Source: an optimization exercise on an open RTL-to-GDS flow (aim: small area). Production flows keep margins and buffers that such runs may drop.
In this exercise RTL edits were held to simulation tests only and were not proved equivalent to the original.
Power is estimated from default activity; no workload was simulated.

===== flow/config.mk =====
export PLATFORM = sky130hd
export DESIGN_NAME = decode_stage
export DESIGN_NICKNAME = decode_stage
export VERILOG_FILES = /design/flow/design.v
export SDC_FILE = /design/flow/constraint.sdc
export NUM_CORES = 4
export LEC_CHECK = 0
export CAP_MARGIN = 20
export CORE_AREA = 5 5 295 295
export DIE_AREA = 0 0 300 300
export SLEW_MARGIN = 20
export SYNTH_HIERARCHICAL = 1
export SYNTH_MINIMUM_KEEP_SIZE = 0

===== flow/constraint.sdc =====
create_clock -name core_clock -period 12.0 [get_ports {clk_i}]
set_input_delay 2.4000 -clock core_clock [delete_from_list [all_inputs] [get_ports {clk_i}]]
set_output_delay 2.4000 -clock core_clock [all_outputs]
set_load 0.01 [all_outputs]

===== flow/design.v =====
package rv64_isa_pkg;
  typedef logic [63:0] xlen_t;
  typedef logic [31:0] inst_t;
  typedef logic [4:0]  reg_addr_t;
  typedef logic [6:0]  opcode_t;
  typedef logic [2:0]  funct3_t;
  typedef logic [6:0]  funct7_t;
  typedef logic [2:0]  imm_fmt_t;
  localparam opcode_t OP_IMM    = 7'b0010011;
  localparam opcode_t OP_IMM_32 = 7'b0011011;
  localparam opcode_t LOAD      = 7'b0000011;
  localparam opcode_t STORE     = 7'b0100011;
  localparam opcode_t LUI       = 7'b0110111;
  localparam opcode_t AUIPC     = 7'b0010111;
  localparam opcode_t OP        = 7'b0110011;
  localparam opcode_t OP_32     = 7'b0111011;
  localparam opcode_t JAL       = 7'b1101111;
  localparam opcode_t JALR      = 7'b1100111;
  localparam opcode_t BRANCH    = 7'b1100011;
  localparam funct7_t F7_BASE = 7'b0000000;
  localparam funct7_t F7_ALT  = 7'b0100000;
  localparam funct3_t F3_ADD_SUB = 3'b000;
  localparam funct3_t F3_SLL     = 3'b001;
  localparam funct3_t F3_SLT     = 3'b010;
  localparam funct3_t F3_SLTU    = 3'b011;
  localparam funct3_t F3_XOR     = 3'b100;
  localparam funct3_t F3_SRL_SRA = 3'b101;
  localparam funct3_t F3_OR      = 3'b110;
  localparam funct3_t F3_AND     = 3'b111;
  localparam funct3_t F3_BEQ  = 3'b000;
  localparam funct3_t F3_BNE  = 3'b001;
  localparam funct3_t F3_BLT  = 3'b100;
  localparam funct3_t F3_BGE  = 3'b101;
  localparam funct3_t F3_BLTU = 3'b110;
  localparam funct3_t F3_BGEU = 3'b111;
  localparam imm_fmt_t IMM_NONE = 3'd0;
  localparam imm_fmt_t IMM_I    = 3'd1;
  localparam imm_fmt_t IMM_U    = 3'd2;
  localparam imm_fmt_t IMM_J    = 3'd3;
  localparam imm_fmt_t IMM_B    = 3'd4;
  localparam imm_fmt_t IMM_S    = 3'd5;
endpackage
package exec_ctrl_pkg;
  typedef logic [7:0] alu_op_t;
  typedef logic [2:0] alu_sel_t;
  typedef logic [7:0] mem_mask_t;
  typedef logic [1:0] fwd_sel_t;
  typedef logic [1:0] redir_kind_t;
  localparam alu_op_t ALU_NONE = 8'd0;
  localparam alu_op_t ALU_OR   = 8'd1;
  localparam alu_op_t ALU_XOR  = 8'd2;
  localparam alu_op_t ALU_AND  = 8'd3;
  localparam alu_op_t ALU_SLL  = 8'd4;
  localparam alu_op_t ALU_SRL  = 8'd5;
  localparam alu_op_t ALU_ADD  = 8'd6;
  localparam alu_op_t ALU_SUB  = 8'd7;
  localparam alu_op_t ALU_SRA  = 8'd8;
  localparam alu_op_t ALU_SLT  = 8'd9;
  localparam alu_op_t ALU_SLTU = 8'd10;
  localparam alu_op_t ALU_SRLW = 8'd11;
  localparam alu_op_t ALU_SUBW = 8'd12;
  localparam alu_op_t ALU_ADDW = 8'd13;
  localparam alu_op_t ALU_SLLW = 8'd14;
  localparam alu_op_t ALU_SRAW = 8'd15;
  localparam alu_sel_t SEL_NONE    = 3'd0;
  localparam alu_sel_t SEL_LOGIC   = 3'd1;
  localparam alu_sel_t SEL_SHIFT   = 3'd2;
  localparam alu_sel_t SEL_COMPARE = 3'd3;
  localparam alu_sel_t SEL_ARITH   = 3'd4;
  localparam mem_mask_t MASK_BYTE   = 8'h01;
  localparam mem_mask_t MASK_HALF   = 8'h03;
  localparam mem_mask_t MASK_WORD   = 8'h0f;
  localparam mem_mask_t MASK_DOUBLE = 8'hff;
  localparam fwd_sel_t FWD_REGFILE = 2'd0;
  localparam fwd_sel_t FWD_EX      = 2'd1;
  localparam fwd_sel_t FWD_WB      = 2'd2;
  localparam fwd_sel_t FWD_MEM     = 2'd3;
  localparam redir_kind_t REDIR_NONE   = 2'd0;
  localparam redir_kind_t REDIR_SEQ    = 2'd1;
  localparam redir_kind_t REDIR_JALR   = 2'd2;
  localparam redir_kind_t REDIR_TARGET = 2'd3;
endpackage
`timescale 1ns/100ps
module inst_decoder
(
  input  rv64_isa_pkg::inst_t     inst_i,
  output rv64_isa_pkg::reg_addr_t rs1_addr_o,
  output rv64_isa_pkg::reg_addr_t rs2_addr_o,
  output logic      rs1_en_o,
  output logic      rs2_en_o,
  output logic      is_jalr_o,
  output logic      is_branch_o
);
  rv64_isa_pkg::opcode_t opcode;
  logic i_cls, r_cls, b_cls, s_cls, jalr;
  assign opcode = inst_i[6:0];
  assign i_cls = (opcode == rv64_isa_pkg::OP_IMM) || (opcode == rv64_isa_pkg::OP_IMM_32) ||
                 (opcode == rv64_isa_pkg::LOAD);
  assign r_cls = (opcode == rv64_isa_pkg::OP) || (opcode == rv64_isa_pkg::OP_32);
  assign b_cls = (opcode == rv64_isa_pkg::BRANCH);
  assign s_cls = (opcode == rv64_isa_pkg::STORE);
  assign jalr  = (opcode == rv64_isa_pkg::JALR);
  assign rs1_en_o = i_cls || r_cls || b_cls || s_cls || jalr;
  assign rs2_en_o = r_cls || b_cls || s_cls;
  assign rs1_addr_o = rs1_en_o ? inst_i[19:15] : '0;
  assign rs2_addr_o = rs2_en_o ? inst_i[24:20] : '0;
  assign is_jalr_o   = jalr;
  assign is_branch_o = b_cls;
endmodule
`timescale 1ns/100ps
module oai21_bit
(
  input  logic an, bn, cn,
  output logic y
);
  assign y = !((an | bn) & cn);
endmodule
module ao221_bit
(
  input  logic a, bn, c, d, e,
  output logic y
);
  assign y = (a & !bn) | (c & d) | e;
endmodule
module imm_gen
(
  input  logic [31:7]          ir_i,
  input  rv64_isa_pkg::xlen_t  rs2_val_n_i,
  input  logic                 i_fmt_i,
  input  logic                 u_fmt_i,
  input  logic                 s_fmt_i,
  input  logic                 rs2_sel_i,
  input  logic                 link_i,
  output rv64_isa_pkg::xlen_t  op2_o
);
  logic is_fmt, sgn, sgn_is;
  assign is_fmt = i_fmt_i || s_fmt_i;
  assign sgn    = (is_fmt || u_fmt_i) && ir_i[31];
  assign sgn_is = is_fmt && ir_i[31];
  for (genvar i = 32; i < 64; i++) begin : g_hi
    oai21_bit u (.an (!rs2_sel_i), .bn (rs2_val_n_i[i]), .cn (!sgn), .y (op2_o[i]));
  end
  for (genvar i = 12; i < 32; i++) begin : g_mid
    ao221_bit u (.a (rs2_sel_i), .bn (rs2_val_n_i[i]), .c (u_fmt_i), .d (ir_i[i]), .e (sgn_is),
                 .y (op2_o[i]));
  end
  always_comb begin
    op2_o[11]   = (rs2_sel_i && !rs2_val_n_i[11]) || sgn_is;
    op2_o[10:5] = ({6{rs2_sel_i}} & ~rs2_val_n_i[10:5]) | ({6{is_fmt}} & ir_i[30:25]);
    op2_o[4:0]  = ({5{rs2_sel_i}} & ~rs2_val_n_i[4:0]) | ({5{i_fmt_i}} & ir_i[24:20]) |
                  ({5{s_fmt_i}} & ir_i[11:7]) | {2'b0, link_i, 2'b0};
  end
endmodule
`timescale 1ns/100ps
module fwd_bit
(
  input  logic a, b, c, d, e,
  input  logic sa, sb, sc, sd, se,
  output logic y
);
  assign y = (sa & a) | (sb & b) | (sc & c) | (sd & d) | (se & e);
endmodule
module fwd_bit_n
(
  input  logic a, b, c, d, e,
  input  logic sa, sb, sc, sd, se,
  output logic y
);
  assign y = !((sa & a) | (sb & b) | (sc & c) | (sd & d) | (se & e));
endmodule
module operand_forward #(
  parameter bit INV = 1'b0
)
(
  input  rv64_isa_pkg::xlen_t    regfile_data_i,
  input  rv64_isa_pkg::xlen_t    ex_data_i,
  input  rv64_isa_pkg::xlen_t    mem_data_i,
  input  rv64_isa_pkg::xlen_t    wb_data_i,
  input  rv64_isa_pkg::xlen_t    load_data_i,
  input  exec_ctrl_pkg::fwd_sel_t fwd_sel_i,
  input  logic     load_fwd_i,
  output rv64_isa_pkg::xlen_t    operand_o
);
  logic s_ld, s_rf, s_ex, s_wb, s_mem;
  assign s_ld  = load_fwd_i;
  assign s_rf  = !load_fwd_i && (fwd_sel_i == exec_ctrl_pkg::FWD_REGFILE);
  assign s_ex  = !load_fwd_i && (fwd_sel_i == exec_ctrl_pkg::FWD_EX);
  assign s_wb  = !load_fwd_i && (fwd_sel_i == exec_ctrl_pkg::FWD_WB);
  assign s_mem = !load_fwd_i && (fwd_sel_i == exec_ctrl_pkg::FWD_MEM);
  for (genvar i = 0; i < 64; i++) begin : g_bit
    if (INV) begin : g_n
      fwd_bit_n u_bit (
        .a (load_data_i[i]), .b (regfile_data_i[i]), .c (ex_data_i[i]),
        .d (wb_data_i[i]),   .e (mem_data_i[i]),
        .sa (s_ld), .sb (s_rf), .sc (s_ex), .sd (s_wb), .se (s_mem),
        .y (operand_o[i])
      );
    end else begin : g_p
      fwd_bit u_bit (
        .a (load_data_i[i]), .b (regfile_data_i[i]), .c (ex_data_i[i]),
        .d (wb_data_i[i]),   .e (mem_data_i[i]),
        .sa (s_ld), .sb (s_rf), .sc (s_ex), .sd (s_wb), .se (s_mem),
        .y (operand_o[i])
      );
    end
  end
endmodule
`timescale 1ns/100ps
module cmp_leaf_e
(
  input  logic a, bn,
  output logic e
);
  assign e = a ^ bn;
endmodule
module cmp_leaf_l
(
  input  logic a, bn,
  output logic l
);
  assign l = !(a | bn);
endmodule
module cmp4
(
  input  logic [3:0] e, l,
  output logic en, ln
);
  assign en = !(&e);
  assign ln = !(l[3] | (e[3] & l[2]) | (e[3] & e[2] & l[1]) | (e[3] & e[2] & e[1] & l[0]));
endmodule
module cmp_node_n
(
  input  logic eh, lh, el, ll,
  output logic en, ln
);
  assign en = !(eh && el);
  assign ln = !(lh || (eh && ll));
endmodule
module cmp_node_p
(
  input  logic ehn, lhn, eln, lln,
  output logic e, l
);
  assign e = !(ehn || eln);
  assign l = !(lhn && (ehn || lln));
endmodule
module cmp64
(
  input  rv64_isa_pkg::xlen_t a_i,
  input  rv64_isa_pkg::xlen_t bn_i,
  output logic eq_n_o,
  output logic ltu_n_o
);
  logic [15:0] e2, l2;
  logic [7:0]  e3, l3;
  logic [3:0]  e4, l4;
  logic [1:0]  e5, l5;
  logic [63:0] e0, l0;
  for (genvar i = 0; i < 64; i++) begin : g_leaf
    cmp_leaf_e u_e (.a (a_i[i]), .bn (bn_i[i]), .e (e0[i]));
    cmp_leaf_l u_l (.a (a_i[i]), .bn (bn_i[i]), .l (l0[i]));
  end
  for (genvar i = 0; i < 16; i++) begin : g_l2
    cmp4 u (.e (e0[4*i+3:4*i]), .l (l0[4*i+3:4*i]), .en (e2[i]), .ln (l2[i]));
  end
  for (genvar i = 0; i < 8; i++) begin : g_l3
    cmp_node_p u (.ehn (e2[2*i+1]), .lhn (l2[2*i+1]), .eln (e2[2*i]), .lln (l2[2*i]), .e (e3[i]), .l (l3[i]));
  end
  for (genvar i = 0; i < 4; i++) begin : g_l4
    cmp_node_n u (.eh (e3[2*i+1]), .lh (l3[2*i+1]), .el (e3[2*i]), .ll (l3[2*i]), .en (e4[i]), .ln (l4[i]));
  end
  for (genvar i = 0; i < 2; i++) begin : g_l5
    cmp_node_p u (.ehn (e4[2*i+1]), .lhn (l4[2*i+1]), .eln (e4[2*i]), .lln (l4[2*i]), .e (e5[i]), .l (l5[i]));
  end
  cmp_node_n u_l6 (.eh (e5[1]), .lh (l5[1]), .el (e5[0]), .ll (l5[0]), .en (eq_n_o), .ln (ltu_n_o));
endmodule
module amux_bit
(
  input  logic j, r, g, p,
  output logic y
);
  assign y = (j & r) | (g & p);
endmodule
module ahi_bit
(
  input  logic j, r, g, p, s,
  output logic a, ax
);
  assign a  = (j & r) | (g & p);
  assign ax = a ^ s;
endmodule
module shi_bit
(
  input  logic a, bp, l,
  output logic yn
);
  assign yn = a ^ !(bp & l);
endmodule
module nor_gate
(
  input  logic an, bn,
  output logic y
);
  assign y = !(an | bn);
endmodule
module add_lo
(
  input  logic [12:0] a_i,
  input  logic [12:0] b_i,
  output logic [12:0] s_o,
  output logic        c_o
);
  logic [12:0] p, g;
  logic [13:0] c;
  logic [2:0]  bg, bpp;
  assign p = a_i ^ b_i;
  assign g = a_i & b_i;
  for (genvar k = 0; k < 3; k++) begin : g_blk
    assign bg[k]  = g[4*k+3] | (p[4*k+3] & g[4*k+2]) | (p[4*k+3] & p[4*k+2] & g[4*k+1]) |
                    (p[4*k+3] & p[4*k+2] & p[4*k+1] & g[4*k]);
    assign bpp[k] = &p[4*k+3:4*k];
  end
  assign c[0]  = 1'b0;
  assign c[4]  = bg[0];
  assign c[8]  = bg[1] | (bpp[1] & bg[0]);
  assign c[12] = bg[2] | (bpp[2] & bg[1]) | (bpp[2] & bpp[1] & bg[0]);
  assign c[13] = g[12] | (p[12] & c[12]);
  for (genvar i = 0; i < 13; i++) begin : g_sum
    if (i % 4 != 0) begin : g_rip
      assign c[i] = g[i-1] | (p[i-1] & c[i-1]);
    end
    assign s_o[i] = p[i] ^ c[i];
  end
  assign c_o = c[13];
endmodule
module rpc_bit
(
  input  logic en, x,
  output logic y
);
  assign y = en & x;
endmodule
module branch_resolve
(
  input  rv64_isa_pkg::xlen_t   pc_i,
  input  rv64_isa_pkg::xlen_t   rs1_val_i,
  input  rv64_isa_pkg::xlen_t   rs2_val_n_i,
  input  rv64_isa_pkg::inst_t   inst_i,
  input  logic    is_branch_i,
  input  logic    is_jalr_i,
  input  logic    predict_taken_i,
  output logic    redirect_o,
  output rv64_isa_pkg::xlen_t   redirect_pc_o
);
  rv64_isa_pkg::funct3_t f3;
  logic eq_n, ltu_n, lt, cmp, taken, go_pc, jn, tgt, j, s, c13, cx;
  logic [12:0] a_lo, b_lo, s_lo;
  logic [50:0] a_hi, ax_hi, l_hi, s_hi_n;
  logic redirect_n;
  logic [6:0]  grp, bp;
  assign f3 = inst_i[14:12];
  cmp64 u_cmp (.a_i (rs1_val_i), .bn_i (rs2_val_n_i), .eq_n_o (eq_n), .ltu_n_o (ltu_n));
  assign lt    = !ltu_n ^ (!f3[1] && !(rs1_val_i[63] ^ rs2_val_n_i[63]));
  assign cmp   = f3[2] ? lt : !eq_n;
  assign taken = is_branch_i && (f3[2] || !f3[1]) && (cmp ^ f3[0]);
  assign j          = is_jalr_i;
  assign redirect_o = j || (predict_taken_i ^ taken);
  assign go_pc      = !j && (predict_taken_i ^ taken);
  assign redirect_n = !redirect_o;
  assign jn         = !j;
  assign tgt        = !j && !predict_taken_i;
  assign b_lo = ({13{j}} & {inst_i[31], inst_i[31:20]}) |
                ({13{tgt}} & {inst_i[31], inst_i[7], inst_i[30:25], inst_i[11:8], 1'b0}) |
                {10'b0, jn && predict_taken_i, 2'b0};
  assign s = (j || tgt) && inst_i[31];
  for (genvar i = 0; i < 13; i++) begin : g_alo
    amux_bit u (.j (j), .r (rs1_val_i[i]), .g (jn), .p (pc_i[i]), .y (a_lo[i]));
  end
  add_lo u_add_lo (.a_i (a_lo), .b_i (b_lo), .s_o (s_lo), .c_o (c13));
  for (genvar i = 0; i < 51; i++) begin : g_ahi
    ahi_bit u (.j (j), .r (rs1_val_i[13+i]), .g (jn), .p (pc_i[13+i]), .s (s),
               .a (a_hi[i]), .ax (ax_hi[i]));
  end
  for (genvar i = 0; i < 51; i++) begin : g_lhi
    if (i % 8 == 0) begin : g_first
      assign l_hi[i] = 1'b1;
    end else begin : g_next
      assign l_hi[i] = l_hi[i-1] & ax_hi[i-1];
    end
  end
  for (genvar k = 0; k < 7; k++) begin : g_grp
    if (k < 6) begin : g_full
      assign grp[k] = l_hi[8*k+7] & ax_hi[8*k+7];
    end else begin : g_last
      assign grp[k] = 1'b0;
    end
  end
  assign cx = c13 ^ s;
  assign bp[0] = cx;
  for (genvar k = 1; k < 7; k++) begin : g_bp
    assign bp[k] = bp[k-1] & grp[k-1];
  end
  for (genvar i = 0; i < 51; i++) begin : g_shi
    shi_bit u (.a (a_hi[i]), .bp (bp[i/8]), .l (l_hi[i]), .yn (s_hi_n[i]));
    nor_gate u_o (.an (redirect_n), .bn (s_hi_n[i]), .y (redirect_pc_o[13+i]));
  end
  for (genvar i = 0; i < 13; i++) begin : g_rpc
    rpc_bit u (.en ((i == 0) ? go_pc : redirect_o), .x (s_lo[i]), .y (redirect_pc_o[i]));
  end
endmodule
`timescale 1ns/100ps
module nor_bit
(
  input  logic an, bn,
  output logic y
);
  assign y = !(an | bn);
endmodule
module ao22_bit
(
  input  logic a, b, c, d,
  output logic y
);
  assign y = (a & b) | (c & d);
endmodule
module alu_dec
(
  input  logic [31:2]              ir_i,
  input  logic                     ok_i,
  output exec_ctrl_pkg::alu_op_t   alu_op_o,
  output exec_ctrl_pkg::alu_sel_t  alu_sel_o
);
  logic [4:0] o;
  logic [2:0] f;
  logic f7z, base, a64, a32, sub, sra, addc, lui;
  logic f000, f001, f010, f011, f100, f101, f110, f111;
  logic c_logic, c_shift, c_cmp, c_arith;
  logic [3:0] alu;
  assign o = ir_i[6:2];
  assign f = ir_i[14:12];
  assign f7z  = !ir_i[31] && !(|ir_i[29:25]);
  assign base = ok_i && !o[4] && o[2] && !o[0] && (!o[3] || f7z);
  assign a64  = base && !o[1];
  assign a32  = base && o[1];
  assign sub  = o[3] && ir_i[30];
  assign sra  = ir_i[30];
  assign addc = ok_i && ((o == 5'b00000) || (o == 5'b01000) || (o == 5'b00101) ||
                         (o == 5'b11011) || (o == 5'b11001));
  assign lui  = ok_i && (o == 5'b01101);
  assign f000 = (f == 3'b000);
  assign f001 = (f == 3'b001);
  assign f010 = (f == 3'b010);
  assign f011 = (f == 3'b011);
  assign f100 = (f == 3'b100);
  assign f101 = (f == 3'b101);
  assign f110 = (f == 3'b110);
  assign f111 = (f == 3'b111);
  assign alu[0] = (a64 && ((f000 && sub) || f010 || (f101 && !sra) || f110 || f111)) ||
                  (a32 && ((f000 && !sub) || f101)) || lui;
  assign alu[1] = (a64 && (f000 || f011 || f100 || f111)) || (a32 && (f001 || f101)) || addc;
  assign alu[2] = (a64 && (f000 || f001 || (f101 && !sra))) ||
                  (a32 && (f000 || f001 || (f101 && sra))) || addc;
  assign alu[3] = (a64 && (f010 || f011 || (f101 && sra))) || (a32 && (f000 || f001 || f101));
  assign alu_op_o = {4'b0, alu};
  assign c_logic = (a64 && (f100 || f110 || f111)) || lui;
  assign c_shift = (a64 || a32) && (f001 || f101);
  assign c_cmp   = a64 && (f010 || f011);
  assign c_arith = ((a64 || a32) && f000) || addc;
  assign alu_sel_o = {c_arith, c_shift || c_cmp, c_logic || c_cmp};
endmodule
module ex_operand_latch
(
  input  rv64_isa_pkg::xlen_t     pc_q,
  input  rv64_isa_pkg::xlen_t     rs1_q,
  input  rv64_isa_pkg::xlen_t     rs2_qn,
  input  logic [31:2]             ir_q,
  input  logic                    ok_q,
  output exec_ctrl_pkg::alu_op_t   ex_alu_op_o,
  output exec_ctrl_pkg::alu_sel_t  ex_alu_sel_o,
  output rv64_isa_pkg::xlen_t     ex_rs1_data_o,
  output rv64_isa_pkg::xlen_t     ex_rs2_data_o,
  output rv64_isa_pkg::reg_addr_t ex_wb_addr_o,
  output logic      ex_wb_en_o,
  output logic      ex_mem_r_en_o,
  output logic      ex_mem_w_en_o,
  output exec_ctrl_pkg::mem_mask_t ex_mem_mask_o,
  output logic      ex_mem_signed_o,
  output rv64_isa_pkg::xlen_t     ex_store_data_o
);
  logic [4:0] op;
  logic [2:0] f3;
  logic op_imm, op_imm32, load, store, lui, auipc, op_r, op_r32, jal, jalr;
  logic i_cls, u_cls, r_cls;
  assign op = ir_q[6:2];
  assign f3 = ir_q[14:12];
  assign op_imm   = ok_q && (op == 5'b00100);
  assign op_imm32 = ok_q && (op == 5'b00110);
  assign load     = ok_q && (op == 5'b00000);
  assign store    = ok_q && (op == 5'b01000);
  assign lui      = ok_q && (op == 5'b01101);
  assign auipc    = ok_q && (op == 5'b00101);
  assign op_r     = ok_q && (op == 5'b01100);
  assign op_r32   = ok_q && (op == 5'b01110);
  assign jal      = ok_q && (op == 5'b11011);
  assign jalr     = ok_q && (op == 5'b11001);
  assign i_cls   = op_imm || op_imm32 || load;
  assign u_cls   = lui || auipc;
  assign r_cls   = op_r || op_r32;
  alu_dec i_alu_dec (.ir_i (ir_q), .ok_i (ok_q), .alu_op_o (ex_alu_op_o), .alu_sel_o (ex_alu_sel_o));
  assign ex_wb_en_o    = i_cls || u_cls || r_cls || jal || jalr;
  assign ex_mem_r_en_o = load;
  assign ex_mem_w_en_o = store;
  assign ex_wb_addr_o    = ex_wb_en_o ? ir_q[11:7] : 5'b0;
  assign ex_mem_signed_o = !(load && f3[2]);
  always_comb begin
    ex_mem_mask_o = '0;
    if (load || store) begin
      case (f3[1:0])
        2'b00: ex_mem_mask_o = exec_ctrl_pkg::MASK_BYTE;
        2'b01: ex_mem_mask_o = exec_ctrl_pkg::MASK_HALF;
        2'b10: ex_mem_mask_o = exec_ctrl_pkg::MASK_WORD;
        2'b11: ex_mem_mask_o = exec_ctrl_pkg::MASK_DOUBLE;
      endcase
    end
  end
  logic st_b, st_h, st_w, st_d;
  assign st_b = store;
  assign st_h = store && (f3[1:0] != 2'b00);
  assign st_w = store && f3[1];
  assign st_d = store && (f3[1:0] == 2'b11);
  for (genvar i = 0; i < 64; i++) begin : g_st
    nor_bit u (.an ((i < 8) ? !st_b : (i < 16) ? !st_h : (i < 32) ? !st_w : !st_d), .bn (rs2_qn[i]),
               .y (ex_store_data_o[i]));
  end
  logic op1_rs1, op1_pc;
  assign op1_rs1 = i_cls || r_cls || store || (ok_q && op == 5'b11000);
  assign op1_pc  = jal || jalr || auipc;
  for (genvar i = 0; i < 64; i++) begin : g_op1
    ao22_bit u (.a (op1_rs1), .b (rs1_q[i]), .c (op1_pc), .d (pc_q[i]), .y (ex_rs1_data_o[i]));
  end
  imm_gen i_imm_gen (
    .ir_i      (ir_q[31:7]),
    .rs2_val_n_i (rs2_qn),
    .i_fmt_i   (i_cls),
    .u_fmt_i   (u_cls),
    .s_fmt_i   (store),
    .rs2_sel_i (r_cls || (ok_q && op == 5'b11000)),
    .link_i    (jal || jalr),
    .op2_o     (ex_rs2_data_o)
  );
endmodule
`timescale 1ns/100ps
module decode_stage
(
  input  logic      clk_i,
  input  logic      reset_i,
  input  rv64_isa_pkg::xlen_t     pc_i,
  input  rv64_isa_pkg::inst_t     inst_i,
  input  logic      predict_taken_i,
  input  rv64_isa_pkg::xlen_t     rs1_data_i,
  input  rv64_isa_pkg::xlen_t     rs2_data_i,
  input  rv64_isa_pkg::xlen_t     ex_data_i,
  input  rv64_isa_pkg::xlen_t     mem_data_i,
  input  rv64_isa_pkg::xlen_t     wb_data_i,
  input  rv64_isa_pkg::xlen_t     load_data_i,
  input  exec_ctrl_pkg::fwd_sel_t  rs1_fwd_sel_i,
  input  exec_ctrl_pkg::fwd_sel_t  rs2_fwd_sel_i,
  input  logic      rs1_load_fwd_i,
  input  logic      rs2_load_fwd_i,
  output rv64_isa_pkg::reg_addr_t rs1_addr_o,
  output rv64_isa_pkg::reg_addr_t rs2_addr_o,
  output logic      rs1_r_en_o,
  output logic      rs2_r_en_o,
  output logic      redirect_o,
  output rv64_isa_pkg::xlen_t     redirect_pc_o,
  output exec_ctrl_pkg::alu_op_t   ex_alu_op_o,
  output exec_ctrl_pkg::alu_sel_t  ex_alu_sel_o,
  output rv64_isa_pkg::xlen_t     ex_rs1_data_o,
  output rv64_isa_pkg::xlen_t     ex_rs2_data_o,
  output rv64_isa_pkg::xlen_t     ex_pc_o,
  output rv64_isa_pkg::reg_addr_t ex_wb_addr_o,
  output logic      ex_wb_en_o,
  output logic      ex_mem_r_en_o,
  output logic      ex_mem_w_en_o,
  output exec_ctrl_pkg::mem_mask_t ex_mem_mask_o,
  output logic      ex_mem_signed_o,
  output rv64_isa_pkg::xlen_t     ex_store_data_o
);
  rv64_isa_pkg::xlen_t rs1_val, rs2_val_n;
  logic is_jalr, is_branch;
  rv64_isa_pkg::xlen_t pc_q, rs1_q, rs2_qn;
  logic [31:2] ir_q;
  logic        ok_q;
  always_ff @(posedge clk_i) begin
    pc_q  <= pc_i;
    rs1_q <= rs1_val;
    rs2_qn <= rs2_val_n;
    ir_q  <= inst_i[31:2];
  end
  always_ff @(posedge clk_i) begin
    ok_q <= !reset_i && inst_i[1] && inst_i[0];
  end
  assign ex_pc_o = pc_q;
  inst_decoder i_inst_decoder (
    .inst_i,
    .rs1_addr_o, .rs2_addr_o,
    .rs1_en_o    (rs1_r_en_o), .rs2_en_o (rs2_r_en_o),
    .is_jalr_o   (is_jalr),    .is_branch_o (is_branch)
  );
  operand_forward i_rs1_forward (
    .regfile_data_i (rs1_data_i),
    .ex_data_i, .mem_data_i, .wb_data_i, .load_data_i,
    .fwd_sel_i      (rs1_fwd_sel_i),
    .load_fwd_i     (rs1_load_fwd_i),
    .operand_o      (rs1_val)
  );
  operand_forward #(.INV (1'b1)) i_rs2_forward (
    .regfile_data_i (rs2_data_i),
    .ex_data_i, .mem_data_i, .wb_data_i, .load_data_i,
    .fwd_sel_i      (rs2_fwd_sel_i),
    .load_fwd_i     (rs2_load_fwd_i),
    .operand_o      (rs2_val_n)
  );
  branch_resolve i_branch_resolve (
    .pc_i,
    .rs1_val_i   (rs1_val),   .rs2_val_n_i (rs2_val_n),
    .inst_i,
    .is_branch_i (is_branch), .is_jalr_i (is_jalr),
    .predict_taken_i,
    .redirect_o,
    .redirect_pc_o
  );
  ex_operand_latch i_ex_operand_latch (
    .pc_q, .rs1_q, .rs2_qn, .ir_q, .ok_q,
    .ex_alu_op_o, .ex_alu_sel_o, .ex_rs1_data_o, .ex_rs2_data_o,
    .ex_wb_addr_o, .ex_wb_en_o, .ex_mem_r_en_o, .ex_mem_w_en_o,
    .ex_mem_mask_o, .ex_mem_signed_o, .ex_store_data_o
  );
endmodule

===== flow/flow/run.sh =====
#!/bin/bash
# Standard layout (the standard.sh, standard synthesis unchanged) with:
#  - port buffers made from the smallest buffer cell,
#  - a clock tree of smaller clock buffers without dummy loads,
#  - gates off the critical paths downsized after global placement, before
#    the standard repair_design of the resize step.
set -e -o pipefail
export BUFFER_PORTS_ARGS="-buffer_cell sky130_fd_sc_hd__buf_1"
export CTS_ARGS="-sink_clustering_enable -repair_clock_nets -dont_use_dummy_load -sink_clustering_size 8 -sink_clustering_max_diameter 40 -buf_list {sky130_fd_sc_hd__clkbuf_2 sky130_fd_sc_hd__clkbuf_4}"
export GPL_KEEP_OVERFLOW=0
export PRE_RESIZE_TCL=$PWD/flow/pre_resize.tcl
bash standard.sh > standard.log 2>&1

===== flow/flow/pre_resize.tcl =====
# Downsize gates with timing slack (same footprint only); repair_design in
# the resize step then fixes any slew or capacitance this leaves.
estimate_parasitics -placement
set_dont_use $::env(DONT_USE_CELLS)
report_design_area
repair_timing -recover_power 100 -match_cell_footprint -verbose
report_design_area
report_wns

===== flow/standard.sh =====
#!/bin/bash
# synth_recipe.tcl (not shown) runs the flow's synth.tcl, then flattens the netlist and writes it again
# the make line also repeats each setting of config.mk as NAME=value (left out here)
make -C /OpenROAD-flow-scripts/flow DESIGN_CONFIG=/design/flow/config.mk WORK_HOME=/design/flow/orfs CLKGATE_MAP_FILE= SYNTH_SCRIPT=/design/flow/synth_recipe.tcl "${@:-finish}"

==> metrics.yaml, run 1 <==
cts-buffers-inserted: 66
critPathKind: "input port to primary output"
cts.clk_slew.worst_paths_ns: 0.09
ant_nets: 0
fin_nets: 3142
ir_drop_mv: 0.0556
die_w_microns: 300
fin_crit_sh_pct: 92.4
vias: 19100
coreArea_sq_um: 83600
root_buffer: "clkbuf_4"
power_density_nw_per_um2: 102
cts_setup_buffers: 0
finalSetupViolations: 0
io_pins: 850
tightest_slew_ns: 1.05
grtUsageTotal_pct: 20.8
wl_per_cell_microns: 26.7
drt-vias-per-instance: 5.11
crit_path_end_kind: "primary output"
crit_chain: "buf_1 > and2_0 > and3_4 > buf_16 > inv_4 > buf_12 > nand2_1 > o21ai_0 > ha_1 > a21oi_1 > o21ai_2 > a21o_1 > o21ai_2 > fa_1 > inv_1 > a21boi_1 > o2111ai_4 > nor4_4 > and3_1 > nand2_1 > xor2_1 > nor2_1 > buf_1"
layoutNonFillerInstCount: 3734
fin_area_sq_um: 19800
leakagePower_uw: 0.00747
dp_hpwl_mm: 83.1
combPwrFrac_pct: 27.9
grt_first_pass_wirelength_mm: 137
cts_hold_buf: 0
setup-tns-final_ns: 0
drc: 0
dpl_cell_area_sq_um: 19300
grt_antenna_before_repair: 44
p_int_uw: 1260
hold_class: "input port to flop"
grt_max_degree: 42
start_kind: "input port"
synth_warnings: 9
critical_path_required_ns: 9.60
cap_violations: 0
syn_inst: 1687
crit_path_top_delay_cell: "nor4_4"
syn_area_per_cell_sq_um: 8.34
slew_viol_final: 0
swShare_pct: 37.7
whs_ns: 1.66
hold_viol: 0
routed_wirelength_mm: 99.6
drive_gt1_share_pct: 5.70
rsz0062_at_grt: "no"
portBuffers: 845
drt-initial-drc-count: 2795
dieArea_sq_um: 90000
area_growth_pct: 40.9
dp.cells: 3644
switchingPower_uw: 764
post_cts_resized: 0
cts_sinks: 223
worstPathMaxFanout: 38
cts_max_path_buffers: 3
grt.overflow.total: 0
rows: 106
syn-cell-area_sq_um: 14100
status: "timing/DRC/antenna clean"
dieHeight_microns: 300
min_period_ns: 11.08
grt_pass1_vias: 18900
clkPwrFrac_pct: 29.5
slowest_delay_ns: 0.77
setup_ws_ns: 0.915
timing.fmax_mhz: 90.2
gp_congestion: 0.948
floorplan.initialDensity_pct: 16.8
dp_slack_ns: 0.756
pwr-share-seq_pct: 42.6
slew_headroom_pct: 29.9
cts_tree: "built"
h-tree-depth: 3
cp.arrival_ns: 8.68
first_pass_iters: 13
-- metrics by stage --
stage / utilization [%] / power, uW
2_1_floorplan: - / 1150
3_3_place_gp: 22.2 / 1420
3_5_place_dp: 23.1 / 1440
4_1_cts: 23.7 / 2060
5_1_grt: 23.7 / 2150
6_report: 23.7 / 2020
-- area by class of cell --
| type | count | area [sq um] |
|---|---|---|
| sequential | 223 | 4460 |
| inverter | 41 | 156 |
| multi-input combinational | 1413 | 9420 |
| fill | 9380 | 63700 |
| clock buffer | 66 | 495 |
| tap | 1080 | 1350 |
| timing repair buffer | 887 | 3870 |
| antenna | 24 | 60.1 |
-- layout by cell type, fill, tap and decap left out, drive strengths merged, types with 4 or more instances in the layout --
master	count
buf	887
nand2	291
dfxtp	223
nor2	209
xor2	167
a22o	128
a222oi	128
and3	85
a22oi	68
clkbuf	66
o21ai	59
a21oi	49
and2	48
inv	41
diode	24
a221o	20
nand4	17
o21a	17
ha	12
conb	11
fa	9
nand3	8
o2bb2ai	7
and4	7
nand2b	6
nor2b	5
nor3b	5
nor3	5
xnor2	4
a21o	4
and3b	4
-- power groups by stage --
stage	Sequential, uW	Combinational [uW]	Clock, uW
after floorplan	848	300	0
after global placement	879	546	0
after detailed placement	876	559	0
after CTS	861	562	637
after global routing	867	614	668
final	862	565	597
-- critical path, delay by kind of cell --
family / cells / cell delay (ns)
buffers and inverters: 6 / 1.14
adder cells (fa/ha/maj): 2 / 0.79
AO/OA/AOI/OAI: 7 / 1.51
AND/OR/NAND/NOR: 7 / 2.54
XOR/XNOR: 1 / 0.24
-- path summary, 6_finish.rpt --
check	cells after the start	slack [ns]	startpoint	end
hold / removal	1	1.66	pc_i[23]	pc_q[23]$_DFF_P_
setup / recovery	23	0.92	inst_i[0]	redirect_pc_o[62]
-- metal layers --
metal / global-route usage [%] / share of wire (%) / vias up
met5: 0 / 0.14 / -
met3: 7.20 / 11 / 305
met4: 10.8 / 5.6 / 18
li1: - / - / 8301
met1: 24.5 / 38 / 9000
met2: 33.7 / 45 / 1447
-- sequential cells by signal (all words and copies together) (netlist names) --
signal / flops
pc_q: 64
rs1_q: 64
ok_q: 1
ir_q: 30
rs2_qn: 64
==> run 2, diff against run 1 <==
==> flow/flow/run.sh (replaced) <==
#!/bin/bash
# Standard layout (the standard.sh, standard synthesis unchanged) with:
#  - port buffers made from the smallest buffer cell,
#  - a clock tree of smaller clock buffers without dummy loads,
#  - gates off the critical paths downsized after the resize step's
#    repair_design, followed by another repair_design.
set -e -o pipefail
export BUFFER_PORTS_ARGS="-buffer_cell sky130_fd_sc_hd__buf_1"
export CTS_ARGS="-sink_clustering_enable -repair_clock_nets -dont_use_dummy_load -sink_clustering_size 8 -sink_clustering_max_diameter 40 -buf_list {sky130_fd_sc_hd__clkbuf_2 sky130_fd_sc_hd__clkbuf_4}"
export GPL_KEEP_OVERFLOW=0
export POST_RESIZE_TCL=$PWD/flow/post_resize.tcl
bash standard.sh > standard.log 2>&1
==> flow/flow/post_resize.tcl (new file) <==
# After the resize step's repair_design: downsize gates with timing slack
# (same footprint only), then repair any slew or capacitance this leaves.
estimate_parasitics -placement
report_design_area
report_wns
repair_timing -recover_power 100 -match_cell_footprint -verbose
report_design_area
repair_design -cap_margin 20 -slew_margin 20 -match_cell_footprint -verbose
report_design_area
report_wns
removed: flow/flow/pre_resize.tcl
==> metrics.yaml, run 2 <==
hold_viol: 0  # unchanged
dpl_cell_area_sq_um: 19200  # -0.27%
min_period_ns: 11.40  # +0.319 ns
fin_nets: 3139  # -0.095%
top_regs: "pc_q: 64 flops, rs1_q: 64 flops, rs2_qn: 64 flops"
timing.fmax_mhz: 87.7  # -2.8%
cts-buffers-inserted: 60  # -9.1%
drt-initial-drc-count: 2611  # -6.6%
syn_inst: 1687  # unchanged
cts_setup_buffers: 0  # unchanged
layout_commonest_cell: "buf_1"
grtUsageTotal_pct: 20.7  # -0.18 points
nFillCells: 9419  # +0.42%
critPathKind: "input port to primary output"
finish.utilization_pct: 23.6  # -0.11 points
rsz0062_at_grt: "no"
drc: 0  # unchanged
die_w_microns: 300  # unchanged
first_pass_iters: 10  # -3
slew_viol_final: 0  # unchanged
grt.overflow.total: 0  # unchanged
dp_hpwl_mm: 83.2  # +0.12%
synth_warnings: 9  # unchanged
critical_path_required_ns: 9.60  # about the same
dp.cells: 3647  # +0.082%
start_kind: "input port"
grt_pass1_vias: 18700  # -1.3%
finalSetupViolations: 0  # unchanged
h-tree-depth: 2  # -1
tightest_slew_ns: 1.05  # +0.00247 ns
coreArea_sq_um: 83600  # unchanged
ant_nets: 0  # unchanged
cap_violations: 0  # unchanged
portBuffers: 845  # unchanged
post_cts_resized: 0  # unchanged
cts.clk_slew.worst_paths_ns: 0.09  # about the same
setup_ws_ns: 0.596  # -0.319 ns
power_density_nw_per_um2: 100  # -2.1%
cts_tree: "built"
cts_sinks: 223  # unchanged
crit_path_end_kind: "primary output"
root_buffer: "clkbuf_4"
grt_first_pass_wirelength_mm: 136  # -0.37%
syn-cell-area_sq_um: 14100  # unchanged
dieArea_sq_um: 90000  # unchanged
cts_hold_buf: 0  # unchanged
fin_crit_sh_pct: 95.0  # +2.7 points
routed_wirelength_mm: 99.0  # -0.68%
slew_headroom_pct: 29.7  # -0.17 points
fin_area_sq_um: 19700  # -0.47%
ir_drop_mv: 0.0507  # -8.7%
finalPower_uw: 1970  # -2.5%
grt_max_degree: 42  # unchanged
syn_area_per_cell_sq_um: 8.34  # unchanged
dieHeight_microns: 300  # unchanged
vias: 18800  # -1.4%
wl_per_cell_microns: 26.5  # -0.63%
layoutNonFillerInstCount: 3732  # -0.054%
grt_antenna_before_repair: 35  # -20%
gp_congestion: 0.948  # unchanged
drt-vias-per-instance: 5.04  # -1.3%
floorplan.initialDensity_pct: 16.8  # unchanged
rows: 106  # unchanged
dp_slack_ns: 0.488  # -0.268 ns
cp.arrival_ns: 9.00  # +0.32 ns
area_growth_pct: 40.2
holdPathStages: 1  # unchanged
drive_gt1_share_pct: 5.29  # -0.41 points
leakagePower_uw: 0.00742  # -0.62%
cts_max_path_buffers: 3  # unchanged
final_cell_mix: "846 x buf_1, 291 x nand2_1, 223 x dfxtp_1"
io_pins: 850  # unchanged
hold_class: "input port to flop"
worstPathMaxFanout: 30  # -21%
status: "timing/DRC/antenna clean"
[run 2: worst max-delay path, stage by stage]
cell and delay, ns:
buf_1 0.40, buf_12 0.34, nor3b_4 0.77, buf_6 0.29, buf_1 0.62, a22oi_1 0.20
nand2_1 0.25, xor2_1 0.26, nand2_1 0.09, o21a_1 0.23, o21ai_0 0.53, a21oi_2 0.16
o21ai_1 0.27, a21oi_1 0.11, or3b_1 0.37, mux2_4 0.27, a21oi_1 0.14, nand4b_4 0.19
mux2i_4 0.54, buf_8 0.28, nor2_1 0.07, buf_1 0.14
[run 2: report_power, final]
group          switching, uW  internal, uW
combinational            354           207
clock                    328           223
sequential              56.7           805
total                    739          1230
[run 2: through the flow]
| step | setup TNS [ns] | hold WS [ns] |
|---|---|---|
| after floorplan | 0 | 2.43 |
| after global routing | 0 | 1.49 |
| after detailed placement | 0 | 2.52 |
| final | 0 | 1.63 |
| after CTS | 0 | 1.45 |
| after global placement | -452.05 | 2.53 |
[run 2: layer usage]
| metal | track usage [%] | wire length, microns | up-vias |
|---|---|---|---|
| met5 | 0 | 91 | - |
| met4 | 8.99 | 5070 | 14 |
| met3 | 6.64 | 10500 | 271 |
| met2 | 34.0 | 45700 | 1377 |
| met1 | 24.8 | 37600 | 8862 |
| li1 | - | - | 8289 |
[run 2: final timing paths]
kind,start,endpoint
worst max-delay path,rs1_load_fwd_i,redirect_pc_o[50]
worst min-delay path,pc_i[51],pc_q[51]$_DFF_P_
[run 2: cell type report]
class	instances	area (sq um)	area share, %
sequential	223	4460	22.6
timing repair buffer	890	3860	19.6
clock buffer	60	450	2.28
inverter	41	156	0.793
multi-input combinational	1413	9390	47.6
antenna	25	62.6	0.317
tap	1080	1350	6.85
==> run 3, diff against run 2 <==
--- a/flow/config.mk
+++ b/flow/config.mk
@@ -9,4 +9,5 @@
 export CORE_AREA = 5 5 295 295
 export DIE_AREA = 0 0 300 300
+export GPL_TIMING_DRIVEN = 0
 export SLEW_MARGIN = 20
 export SYNTH_HIERARCHICAL = 1
==> metrics.yaml, run 3 <==
status: "timing/DRC/antenna clean"
holdPathStages: 1  # unchanged
die_w_microns: 300  # unchanged
top_regs: "pc_q: 64 flops, rs1_q: 64 flops, rs2_qn: 64 flops"
first_pass_iters: 9  # -1
fin_nets: 3158  # +0.61%
vias: 18800  # +0.19%
drive_gt1_share_pct: 5.74  # +0.45 points
drc: 0  # unchanged
drt-initial-drc-count: 2697  # +3.3%
wl_met3_mm: 9.84  # -6.3%
slew_headroom_pct: 24.2  # -5.5 points
grt_first_pass_wirelength_mm: 132  # -3.0%
cts_tree: "built"
h-tree-depth: 2  # unchanged
top_layer: "met5"
hold_viol: 0  # unchanged
tightest_slew_ns: 1.14  # +0.0832 ns
cp.arrival_ns: 9.28  # +0.28 ns
cts.clk_slew.worst_paths_ns: 0.09  # about the same
setup_ws_ns: 0.320  # -0.276 ns
gp_congestion: 0.928  # -2.1%
worstPathMaxFanout: 29  # -3.3%
routed_wirelength_mm: 96.6  # -2.4%
critical_path_required_ns: 9.60  # about the same
io_pins: 850  # unchanged
final_cell_mix: "851 x buf_1, 290 x nand2_1, 223 x dfxtp_1"
dr_wl_met2_mm: 43.2  # -5.6%
coreArea_sq_um: 83600  # unchanged
finalPower_uw: 1950  # -1.2%
fin_area_sq_um: 19900  # +0.80%
grt.overflow.total: 0  # unchanged
dp_hpwl_mm: 81.4  # -2.2%
floorplan.initialDensity_pct: 16.8  # unchanged
root_buffer: "clkbuf_4"
hold_class: "input port to flop"
dp.cells: 3671  # +0.66%
drt-vias-per-instance: 5.03  # -0.13%
dp_slack_ns: 0.379  # -0.109 ns
holdPathEnd: "pc_q[28]$_DFF_P_"
wl_met1_mm: 38.3  # +1.8%
slew_viol_final: 0  # unchanged
power_density_nw_per_um2: 98.0  # -2.0%
rows: 106  # unchanged
layout_commonest_cell: "buf_1"
ant_nets: 0  # unchanged
syn-cell-area_sq_um: 14100  # unchanged
syn_inst: 1687  # unchanged
ir_drop_mv: 0.0572  # +13%
dpl_cell_area_sq_um: 19400  # +1.1%
timing.fmax_mhz: 85.6  # -2.4%
synth_warnings: 9  # unchanged
leakagePower_uw: 0.00752  # +1.3%
layoutNonFillerInstCount: 3744  # +0.32%
rsz0062_at_grt: "no"
wl_per_cell_microns: 25.8  # -2.7%
portBuffers: 845  # unchanged
grt_max_degree: 39  # -7.1%
hold_start: "pc_i[28]"
start_kind: "input port"
dieArea_sq_um: 90000  # unchanged
cts_max_path_buffers: 3  # unchanged
min_period_ns: 11.68  # +0.276 ns
grt_antenna_before_repair: 32  # -8.6%
crit_path_end_kind: "primary output"
cts-buffers-inserted: 55  # -8.3%
cap_violations: 0  # unchanged
setup-tns-final_ns: 0  # unchanged
syn_area_per_cell_sq_um: 8.34  # unchanged
fin_crit_sh_pct: 97.3  # +2.3 points
grt_pass1_vias: 18200  # -2.4%
cts_hold_buf: 0  # unchanged
cts_sinks: 223  # unchanged
critPathKind: "input port to primary output"
dieHeight_microns: 300  # unchanged
area_growth_pct: 41.3
post_cts_resized: 0  # unchanged
finalSetupViolations: 0  # unchanged
grtUsageTotal_pct: 20.0  # -0.68 points
cts_setup_buffers: 0  # unchanged
## run 3: stage by stage
step	hold slack, ns	util, %
5_1_grt	1.54	23.8
3_5_place_dp	2.52	23.3
6_report	1.66	23.8
4_1_cts	1.48	23.7
3_3_place_gp	2.52	22.3
2_1_floorplan	2.43	-
## run 3: where the power goes
part / leakage [uW] / switching [uW] / internal (uW)
Sequential: 0.00188 / 47.6 / 804
Combinational: 0.00539 / 365 / 211
Clock: 0.000253 / 317 / 205
## run 3: layout make-up
cell class                      instances  area [sq um]
Fill cell                            9429         63700
Multi-Input combinational cell       1413          9390
Sequential cell                       223          4460
Timing Repair Buffer                  895          3960
Tap cell                             1080          1350
Clock buffer                           55           413
Inverter                               41           156
Buffer                                 19           115
Antenna cell                           18          45.0
## run 3: critical path: stages
cell and delay (ns):
buf_1 0.44, buf_12 0.36, nor3b_4 0.69, buf_1 0.80
buf_1 0.78, a22oi_1 0.20, nand2_1 0.22, xor2_1 0.26
nand2_1 0.07, o21a_1 0.19, o21ai_1 0.31, a21oi_2 0.17
o21ai_1 0.13, a21oi_2 0.11, or3b_1 0.37, mux2_4 0.28
a21oi_1 0.13, nand4b_4 0.18, mux2i_4 0.45, buf_8 0.20
buf_16 0.17, nor2_1 0.06, buf_1 0.15
## run 3: how the worst max path moves through the flow
stage / start / to / cells past startpoint
after floorplan: rs1_load_fwd_i / redirect_pc_o[13] / 16
after global placement: rs1_load_fwd_i / redirect_pc_o[23] / 18
after detailed placement: rs1_load_fwd_i / redirect_pc_o[61] / 22
after CTS: rs1_load_fwd_i / redirect_pc_o[61] / 21
after global routing: rs1_load_fwd_i / redirect_pc_o[63] / 21
final: rs1_load_fwd_i / redirect_pc_o[39] / 23
## run 3: routing by layer
metal | global-route usage (%) | vias to the layer above
met3 | 5.39 | 260
met2 | 31.9 | 1401
li1 | - | 8328
met1 | 24.9 | 8844
met5 | 0 | -
met4 | 9.98 | 16
==> run 4, diff against run 3 <==
--- a/flow/flow/run.sh
+++ b/flow/flow/run.sh
@@ -7,5 +7,5 @@
 set -e -o pipefail
 export BUFFER_PORTS_ARGS="-buffer_cell sky130_fd_sc_hd__buf_1"
-export CTS_ARGS="-sink_clustering_enable -repair_clock_nets -dont_use_dummy_load -sink_clustering_size 8 -sink_clustering_max_diameter 40 -buf_list {sky130_fd_sc_hd__clkbuf_2 sky130_fd_sc_hd__clkbuf_4}"
+export CTS_ARGS="-sink_clustering_enable -repair_clock_nets -dont_use_dummy_load -sink_clustering_size 10 -sink_clustering_max_diameter 45 -buf_list {sky130_fd_sc_hd__clkbuf_4}"
 export GPL_KEEP_OVERFLOW=0
 export POST_RESIZE_TCL=$PWD/flow/post_resize.tcl
--- a/flow/config.mk
+++ b/flow/config.mk
@@ -9,5 +9,4 @@
 export CORE_AREA = 5 5 295 295
 export DIE_AREA = 0 0 300 300
-export GPL_TIMING_DRIVEN = 0
 export SLEW_MARGIN = 20
 export SYNTH_HIERARCHICAL = 1
==> metrics.yaml, run 4 <==
grt_pass1_vias: 18600  # +2.4%
tightest_slew_ns: 1.09  # -0.0493 ns
dp_hpwl_mm: 83.2  # +2.2%
slew_headroom_pct: 27.5  # +3.3 points
status: "timing/DRC/antenna clean"
final_cell_mix: "846 x buf_1, 291 x nand2_1, 223 x dfxtp_1"
cts_sinks: 223  # unchanged
ant_nets: 0  # unchanged
fin_crit_sh_pct: 95.0  # -2.3 points
grt-busiest-layer: "met2"
leakagePower_uw: 0.00739  # -1.7%
drt-vias-per-instance: 5.07  # +0.74%
setup.worst_path.start: "rs1_load_fwd_i"
dieArea_sq_um: 90000  # unchanged
rsz0062_at_grt: "no"
routed_wirelength_mm: 99.1  # +2.6%
critPathCapture: "redirect_pc_o[39]"
cts_tree: "built"
cts.clk_slew.worst_paths_ns: 0.08  # about the same
timing.fmax_mhz: 87.7  # +2.4%
cts-buffers-inserted: 54  # -1.8%
area_growth_pct: 39.8
cts_hold_buf: 0  # unchanged
post_cts_resized: 0  # unchanged
first_pass_iters: 11  # +2
hold_class: "input port to flop"
worstPathMaxFanout: 30  # +3.4%
layoutNonFillerInstCount: 3721  # -0.61%
portBuffers: 845  # unchanged
cp.arrival_ns: 9.00  # -0.28 ns
cts_max_path_buffers: 3  # unchanged
finish.utilization_pct: 23.5  # -0.26 points
dp.cells: 3647  # -0.65%
crit_path_end_kind: "primary output"
rows: 106  # unchanged
use_met3_pct: 6.27  # +0.88 points
slew_viol_final: 0  # unchanged
setup_ws_ns: 0.596  # +0.277 ns
root_buffer: "clkbuf_4"
min_period_ns: 11.40  # -0.277 ns
drt-initial-drc-count: 2688  # -0.33%
power_density_nw_per_um2: 98.9  # +0.86%
top_regs: "pc_q: 64 flops, rs1_q: 64 flops, rs2_qn: 64 flops"
grt_antenna_before_repair: 34  # +6.3%
gr-usage-met2_pct: 34.1  # +2.1 points
wl_per_cell_microns: 26.6  # +3.2%
fin_nets: 3133  # -0.79%
die_w_microns: 300  # unchanged
dp_slack_ns: 0.488  # +0.109 ns
cts_setup_buffers: 0  # unchanged
syn_inst: 1687  # unchanged
critPathKind: "input port to primary output"
dieHeight_microns: 300  # unchanged
critical_path_required_ns: 9.60  # about the same
syn_area_per_cell_sq_um: 8.34  # unchanged
hold_viol: 0  # unchanged
grt.overflow.total: 0  # unchanged
nFillCells: 9417  # -0.13%
h-tree-depth: 2  # unchanged
met1_usage_pct: 24.7  # -0.17 points
grtUsageTotal_pct: 20.6  # +0.57 points
start_kind: "input port"
gp_congestion: 0.948  # +2.1%
drive_gt1_share_pct: 5.07  # -0.67 points
vias: 18900  # +0.12%
grt_max_degree: 42  # +7.7%
whs_ns: 1.71  # +0.0505 ns
io_pins: 850  # unchanged
coreArea_sq_um: 83600  # unchanged
dpl_cell_area_sq_um: 19200  # -1.1%
cap_violations: 0  # unchanged
drc: 0  # unchanged
synth_warnings: 9  # unchanged
grt_first_pass_wirelength_mm: 136  # +3.1%
fin_area_sq_um: 19700  # -1.1%
floorplan.initialDensity_pct: 16.8  # unchanged
layout_commonest_cell: "buf_1"
syn-cell-area_sq_um: 14100  # unchanged
finalSetupViolations: 0  # unchanged
ir_drop_mv: 0.0512  # -11%
-- run 4: worst min-delay path by stage --
stage                       endpoint  startpoint  cells past startpoint  slack [ns]
floorplan           ir_q[10]$_DFF_P_  inst_i[10]                      0        2.43
finish              pc_q[51]$_DFF_P_    pc_i[51]                      1        1.71
CTS                 pc_q[56]$_DFF_P_    pc_i[56]                      1        1.56
global placement     pc_q[8]$_DFF_P_     pc_i[8]                      1        2.53
detailed placement  pc_q[56]$_DFF_P_    pc_i[56]                      1        2.52
global route        pc_q[56]$_DFF_P_    pc_i[56]                      1        1.59
-- run 4: cell type report --
type / instances / area [sq um] / area share, %
inverter: 41 / 156 / 0.795
clock buffer: 54 / 405 / 2.06
multi-input combinational: 1413 / 9390 / 47.7
timing repair buffer: 890 / 3860 / 19.6
sequential: 223 / 4460 / 22.7
antenna: 20 / 50.0 / 0.254
tap: 1080 / 1350 / 6.87
-- run 4: power breakdown --
group          leakage (uW)  internal, uW  switching [uW]
clock              0.000249           201             322
sequential          0.00188           804            56.4
combinational       0.00527           207             354
-- run 4: per-stage QoR --
step | TNS (ns) | power [uW]
after detailed placement | 0 | 1430
after global placement | -452.05 | 1420
after CTS | 0 | 1970
after global routing | 0 | 2060
after floorplan | 0 | 1150
final | 0 | 1940
-- run 4: worst max-delay path, cell delays in order --
cell and delay [ns]:
buf_1 0.40, buf_12 0.34, nor3b_4 0.74, buf_6 0.29
buf_1 0.68, a22oi_1 0.20, nand2_1 0.24, xor2_1 0.27
nand2_1 0.09, o21a_1 0.22, o21ai_0 0.50, a21oi_2 0.16
o21ai_1 0.28, a21oi_1 0.11, or3b_1 0.37, mux2_4 0.27
a21oi_1 0.14, nand4b_4 0.19, mux2i_4 0.53, buf_8 0.28
nor2_1 0.07, buf_1 0.13
-- run 4: routing by layer --
layer  up-vias  routed length [microns]
met5         -                      110
met4        16                     4960
met3       279                    10800
met2      1431                    45700
met1      8862                    37600
li1       8283                        -
==> run 5, diff against run 4 <==
--- a/flow/flow/post_resize.tcl
+++ b/flow/flow/post_resize.tcl
@@ -6,5 +6,5 @@
 repair_timing -recover_power 100 -match_cell_footprint -verbose
 report_design_area
-repair_design -cap_margin 20 -slew_margin 20 -match_cell_footprint -verbose
+repair_design -cap_margin $::env(CAP_MARGIN) -slew_margin $::env(SLEW_MARGIN) -match_cell_footprint -verbose
 report_design_area
 report_wns
--- a/flow/config.mk
+++ b/flow/config.mk
@@ -6,8 +6,9 @@
 export NUM_CORES = 4
 export LEC_CHECK = 0
-export CAP_MARGIN = 20
+export CAP_MARGIN = 5
 export CORE_AREA = 5 5 295 295
 export DIE_AREA = 0 0 300 300
-export SLEW_MARGIN = 20
+export PLACE_DENSITY = 0.75
+export SLEW_MARGIN = 5
 export SYNTH_HIERARCHICAL = 1
 export SYNTH_MINIMUM_KEEP_SIZE = 0
==> metrics.yaml, run 5 <==
crit_path_top_delay_cell: "nor3_2"
slowest_delay_ns: 0.91  # +0.17 ns
cts.clk_slew.worst_paths_ns: 0.11  # +0.03 ns
cp.depth: 21  # -4.5%
drt-initial-drc-count: 2983  # +11%
whs_ns: 1.70  # -0.0143 ns
cp.arrival_ns: 8.62  # -0.38 ns
crit_chain: "buf_2 > buf_12 > nor3_2 > buf_1 > buf_8 > a222oi_1 > and3_1 > xor2_1 > nand4_1 > nor2_1 > nand2_1 > nor2_1 > a21oi_1 > or3b_1 > mux2_1 > a21oi_1 > nand4b_1 > mux2i_4 > buf_12 > nor2_1 > buf_1"
wl_met1_mm: 38.4  # +2.2%
finalSetupViolations: 0  # unchanged
critPathKind: "input port to primary output"
die_w_microns: 300  # unchanged
syn_inst: 1687  # unchanged
cts_sinks: 223  # unchanged
post_cts_resized: 0  # unchanged
top_layer: "met5"
nFillCells: 9328  # -0.95%
cts_hold_buf: 0  # unchanged
final_cell_mix: "845 x buf_1, 291 x nand2_1, 223 x dfxtp_1"
cp_top_family: "simple AND/OR/NAND/NOR gates"
critical_path_required_ns: 9.60  # about the same
grt_antenna_before_repair: 36  # +5.9%
slew_headroom_pct: 20.1  # -7.4 points
root_buffer: "clkbuf_4"
cts_setup_buffers: 0  # unchanged
critPathCapture: "redirect_pc_o[40]"
fin_crit_sh_pct: 91.8  # -3.2 points
dieHeight_microns: 300  # unchanged
dp_slack_ns: 1.23  # +0.747 ns
syn_area_per_cell_sq_um: 8.34  # unchanged
routed_wirelength_mm: 102  # +3.2%
grtUsageTotal_pct: 21.1  # +0.59 points
wl_met3_mm: 12.0  # +11%
vias: 19300  # +2.1%
syn-cell-area_sq_um: 14100  # unchanged
h-tree-depth: 2  # unchanged
drt-vias-per-instance: 5.18  # +2.1%
leakagePower_uw: 0.00735  # -0.63%
swShare_pct: 38.4  # +0.75 points
cts_max_path_buffers: 3  # unchanged
grt_pass1_vias: 18600  # -0.11%
cts-buffers-inserted: 46  # -15%
wl_per_cell_microns: 27.5  # +3.2%
drive_gt1_share_pct: 4.60  # -0.48 points
tightest_slew_ns: 1.20  # +0.112 ns
min_period_ns: 11.02  # -0.386 ns
ir_drop_mv: 0.0591  # +15%
pwr-share-seq_pct: 44.5  # +0.2 points
finish.utilization_pct: 23.5  # -0.054 points
worstPathMaxFanout: 29  # -3.3%
switchingPower_uw: 739  # +0.89%
dp_hpwl_mm: 86.0  # +3.3%
combPwrFrac_pct: 29.9  # +1.1 points
rows: 106  # unchanged
dieArea_sq_um: 90000  # unchanged
clkPwrFrac_pct: 25.5  # -1.4 points
drc: 0  # unchanged
grt_max_degree: 45  # +7.1%
grt.overflow.total: 0  # unchanged
crit_path_end_kind: "primary output"
cts_tree: "built"
grt_first_pass_wirelength_mm: 139  # +2.2%
finalPower_uw: 1920  # -1.1%
layout_commonest_cell: "buf_1"
synth_warnings: 9  # unchanged
gp_congestion: 0.942  # -0.57%
hold_viol: 0  # unchanged
path_buf_inv: 6  # unchanged
start_kind: "input port"
dr_wl_met2_mm: 46.3  # +1.3%
p_int_uw: 1180  # -2.3%
fin_nets: 3122  # -0.35%
area_growth_pct: 39.5
first_pass_iters: 11  # unchanged
top_regs: "pc_q: 64 flops, rs1_q: 64 flops, rs2_qn: 64 flops"
hold_class: "input port to flop"
io_pins: 850  # unchanged
power_density_nw_per_um2: 98.0  # -0.85%
rsz0062_at_grt: "no"
layoutNonFillerInstCount: 3720  # -0.027%
setup_ws_ns: 0.983  # +0.386 ns
holdPathStages: 1  # unchanged
floorplan.initialDensity_pct: 16.8  # unchanged
timing.fmax_mhz: 90.8  # +3.5%
coreArea_sq_um: 83600  # unchanged
cap_violations: 0  # unchanged
status: "timing/DRC/antenna clean"
ant_nets: 0  # unchanged
hold_start: "inst_i[5]"
cp_common_cell: "nor2_1"
slew_viol_final: 0  # unchanged
portBuffers: 845  # unchanged
setup.worst_path.start: "rs2_load_fwd_i"
dp.cells: 3644  # -0.082%
run 5: routing by layer:
metal,track usage [%],vias up
li1,-,8260
met5,0,-
met2,34.4,1660
met4,9.64,18
met3,6.83,312
met1,25.4,9016
run 5: per-stage QoR:
step,cell area [sq um],TNS [ns]
2_1_floorplan,14100,0
3_3_place_gp,18500,-485.25
3_5_place_dp,19200,0
4_1_cts,19600,0
5_1_grt,19600,0
6_report,19600,0
run 5: power groups by stage:
stage	clock network, uW	registers [uW]	logic [uW]
6_report	491	857	576
5_1_grt	545	863	621
4_1_cts	521	856	571
3_5_place_dp	0	872	568
3_3_place_gp	0	874	552
2_1_floorplan	0	848	300
run 5: how the worst min path moves through the flow:
stage	end	slack, ns
floorplan	ir_q[10]$_DFF_P_	2.43
global placement	pc_q[53]$_DFF_P_	2.52
detailed placement	pc_q[52]$_DFF_P_	2.52
CTS	ir_q[5]$_DFF_P_	1.53
global route	ir_q[5]$_DFF_P_	1.58
finish	ir_q[5]$_DFF_P_	1.70
run 5: cell type report:
type	count	area [sq um]	area share, %
diodes	30	75.1	0.383
clock buffers	46	345	1.76
inverters	41	156	0.797
multi-input cells	1413	9360	47.7
flip-flops and latches	223	4460	22.7
well taps	1080	1350	6.89
repair buffers	887	3870	19.7
==> run 6, diff against run 5 <==
--- a/flow/config.mk
+++ b/flow/config.mk
@@ -9,5 +9,4 @@
 export CORE_AREA = 5 5 295 295
 export DIE_AREA = 0 0 300 300
-export PLACE_DENSITY = 0.75
 export SLEW_MARGIN = 5
 export SYNTH_HIERARCHICAL = 1
==> metrics.yaml, run 6 <==
status: "timing/DRC/antenna clean"
first_pass_iters: 9  # -2
cts.clk_slew.worst_paths_ns: 0.09  # -0.02 ns
slew_headroom_pct: 30.2  # +10 points
dp_hpwl_mm: 83.1  # -3.4%
worstPathMaxFanout: 38  # +31%
drt-initial-drc-count: 2673  # -10%
syn-cell-area_sq_um: 14100  # unchanged
power_density_nw_per_um2: 99.1  # +1.1%
cts_tree: "built"
start_kind: "input port"
portBuffers: 845  # unchanged
cp.arrival_ns: 8.65  # +0.03 ns
floorplan.initialDensity_pct: 16.8  # unchanged
dieHeight_microns: 300  # unchanged
setup-tns-final_ns: 0  # unchanged
holdPathEnd: "pc_q[23]$_DFF_P_"
vias: 18800  # -2.6%
cts_sinks: 223  # unchanged
root_buffer: "clkbuf_4"
io_pins: 850  # unchanged
crit_path_end_kind: "primary output"
dieArea_sq_um: 90000  # unchanged
wl_per_cell_microns: 26.6  # -3.3%
fin_nets: 3126  # +0.13%
holdPathStages: 1  # unchanged
routed_wirelength_mm: 98.9  # -3.3%
post_cts_resized: 0  # unchanged
hold_class: "input port to flop"
gp_congestion: 0.948  # +0.57%
area_growth_pct: 39.6  # about the same
drc: 0  # unchanged
cts-buffers-inserted: 53  # +15%
tightest_slew_ns: 1.05  # -0.153 ns
fin_crit_sh_pct: 92.1  # +0.30 points
rows: 106  # unchanged
slew_viol_final: 0  # unchanged
synth_warnings: 9  # unchanged
leakagePower_uw: 0.00736  # +0.17%
final_cell_mix: "845 x buf_1, 291 x nand2_1, 223 x dfxtp_1"
dp_slack_ns: 0.585  # -0.650 ns
finish.utilization_pct: 23.5  # about the same
layout_commonest_cell: "buf_1"
syn_inst: 1687  # unchanged
cts_setup_buffers: 0  # unchanged
grt_antenna_before_repair: 42  # +17%
h-tree-depth: 2  # unchanged
cap_violations: 0  # unchanged
setup_ws_ns: 0.947  # -0.0359 ns
timing.fmax_mhz: 90.5  # -0.32%
finalSetupViolations: 0  # unchanged
top_regs: "pc_q: 64 flops, rs1_q: 64 flops, rs2_qn: 64 flops"
critical_path_required_ns: 9.60  # about the same
min_period_ns: 11.05  # +0.0359 ns
ir_drop_mv: 0.0541  # -8.4%
coreArea_sq_um: 83600  # unchanged
grtUsageTotal_pct: 20.5  # -0.70 points
syn_area_per_cell_sq_um: 8.34  # unchanged
grt_max_degree: 43  # -4.4%
critPathKind: "input port to primary output"
hold_start: "pc_i[23]"
setup.worst_path.start: "inst_i[0]"
cts_max_path_buffers: 3  # unchanged
ant_nets: 0  # unchanged
cts_hold_buf: 0  # unchanged
rsz0062_at_grt: "no"
grt_first_pass_wirelength_mm: 135  # -3.1%
drt-vias-per-instance: 5.05  # -2.6%
hold_viol: 0  # unchanged
grt_pass1_vias: 18500  # -0.95%
die_w_microns: 300  # unchanged
grt.overflow.total: 0  # unchanged
drive_gt1_share_pct: 4.93  # +0.34 points
## run 6: stage by stage
| stage | area (sq um) | cells | power (uW) | hold slack [ns] |
|---|---|---|---|---|
| 6_report | 19600 | 3720 | 1950 | 1.68 |
| 5_1_grt | 19600 | 3712 | 2060 | 1.56 |
| 4_1_cts | 19600 | 3694 | 1980 | 1.52 |
| 3_5_place_dp | 19200 | 3641 | 1430 | 2.52 |
| 3_3_place_gp | 18500 | 3602 | 1420 | 2.53 |
| 2_1_floorplan | 14100 | 1696 | 1150 | 2.43 |
## run 6: report_power, final
| group | total [uW] | leakage (uW) | internal [uW] | switching (uW) |
|---|---|---|---|---|
| Clock | 523 | 0.000244 | 198 | 326 |
| Sequential | 861 | 0.00188 | 804 | 56.3 |
| Combinational | 562 | 0.00524 | 207 | 355 |
## run 6: per-layer routing
metal / up-vias / routed length (microns) / GRT usage, %
met5: - / 96 / 0
met4: 14 / 5380 / 9.79
met3: 273 / 10300 / 5.71
met2: 1368 / 45200 / 33.6
met1: 8837 / 37900 / 24.7
li1: 8276 / - / -
## run 6: worst max-delay path, stage by stage
cell and delay (ns):
buf_1 0.10, and2_0 0.56, and3_4 0.66, buf_16 0.31, inv_4 0.23, buf_12 0.27
nand2_1 0.08, o21ai_0 0.23, ha_1 0.38, a21oi_1 0.07, o21ai_2 0.17, a21o_1 0.16
o21ai_2 0.08, fa_1 0.40, inv_1 0.08, a21boi_1 0.41, o2111ai_4 0.39, nor4_4 0.77
and3_1 0.29, nand2_1 0.07, xor2_1 0.23, nor2_1 0.08, buf_1 0.14
## run 6: worst max path at each step
stage                              endpoint  depth (start not counted)
after detailed placement  redirect_pc_o[62]                         21
after global routing      redirect_pc_o[62]                         23
after global placement    redirect_pc_o[47]                         17
after floorplan           redirect_pc_o[13]                         16
after CTS                 redirect_pc_o[62]                         21
final                     redirect_pc_o[62]                         23
## run 6: area by class of cell
| type | count | area [sq um] |
|---|---|---|
| sequential | 223 | 4460 |
| tap | 1080 | 1350 |
| fill | 9461 | 63900 |
| antenna | 26 | 65.1 |
| timing repair buffer | 884 | 3810 |
| clock buffer | 53 | 398 |
| multi-input combinational | 1413 | 9400 |
| inverter | 41 | 156 |

## what the ideal ports hide
No port has a modelled driver above. Below, the same layouts with a new extraction and two added sets of constraints.
Step 1 sets driving cells, clkbuf_16 on the clock port and buf_2 on the other inputs (assumed; they add their load-dependent delay and slew).
Step 2 moves the port delays by t, midway between the first and last clock arrival at a register: inputs arrive t later, outputs are due t later. That takes back most of the time a late clock gives input paths.
a / b / c = no drivers / after step 1 / after step 2; a / b = the first two.
| run | shift t [ns] | setup slack, ns | clock arrival spread, ns | pins driven straight from the clock port |
|---|---|---|---|---|
| run 1 | 0.872 | 0.915 / 0.889 / 0.889 | 0.086 / 0.086 | 1 |
| run 2 | 0.901 | 0.596 / 0.545 / 0.545 | 0.092 / 0.092 | 1 |
| run 3 | 0.848 | 0.320 / 0.284 / 0.284 | 0.122 / 0.121 | 1 |
| run 4 | 0.822 | 0.596 / 0.542 / 0.542 | 0.089 / 0.088 | 1 |
| run 5 | 0.838 | 0.983 / 0.959 / 0.959 | 0.100 / 0.100 | 1 |
| run 6 | 0.841 | 0.947 / 0.921 / 0.921 | 0.110 / 0.111 | 1 |
After both steps setup and hold are still met in every run listed. The setup slack of run 4, which loses most, moves by -0.054 ns with the drivers and by -0.054 ns with both steps.
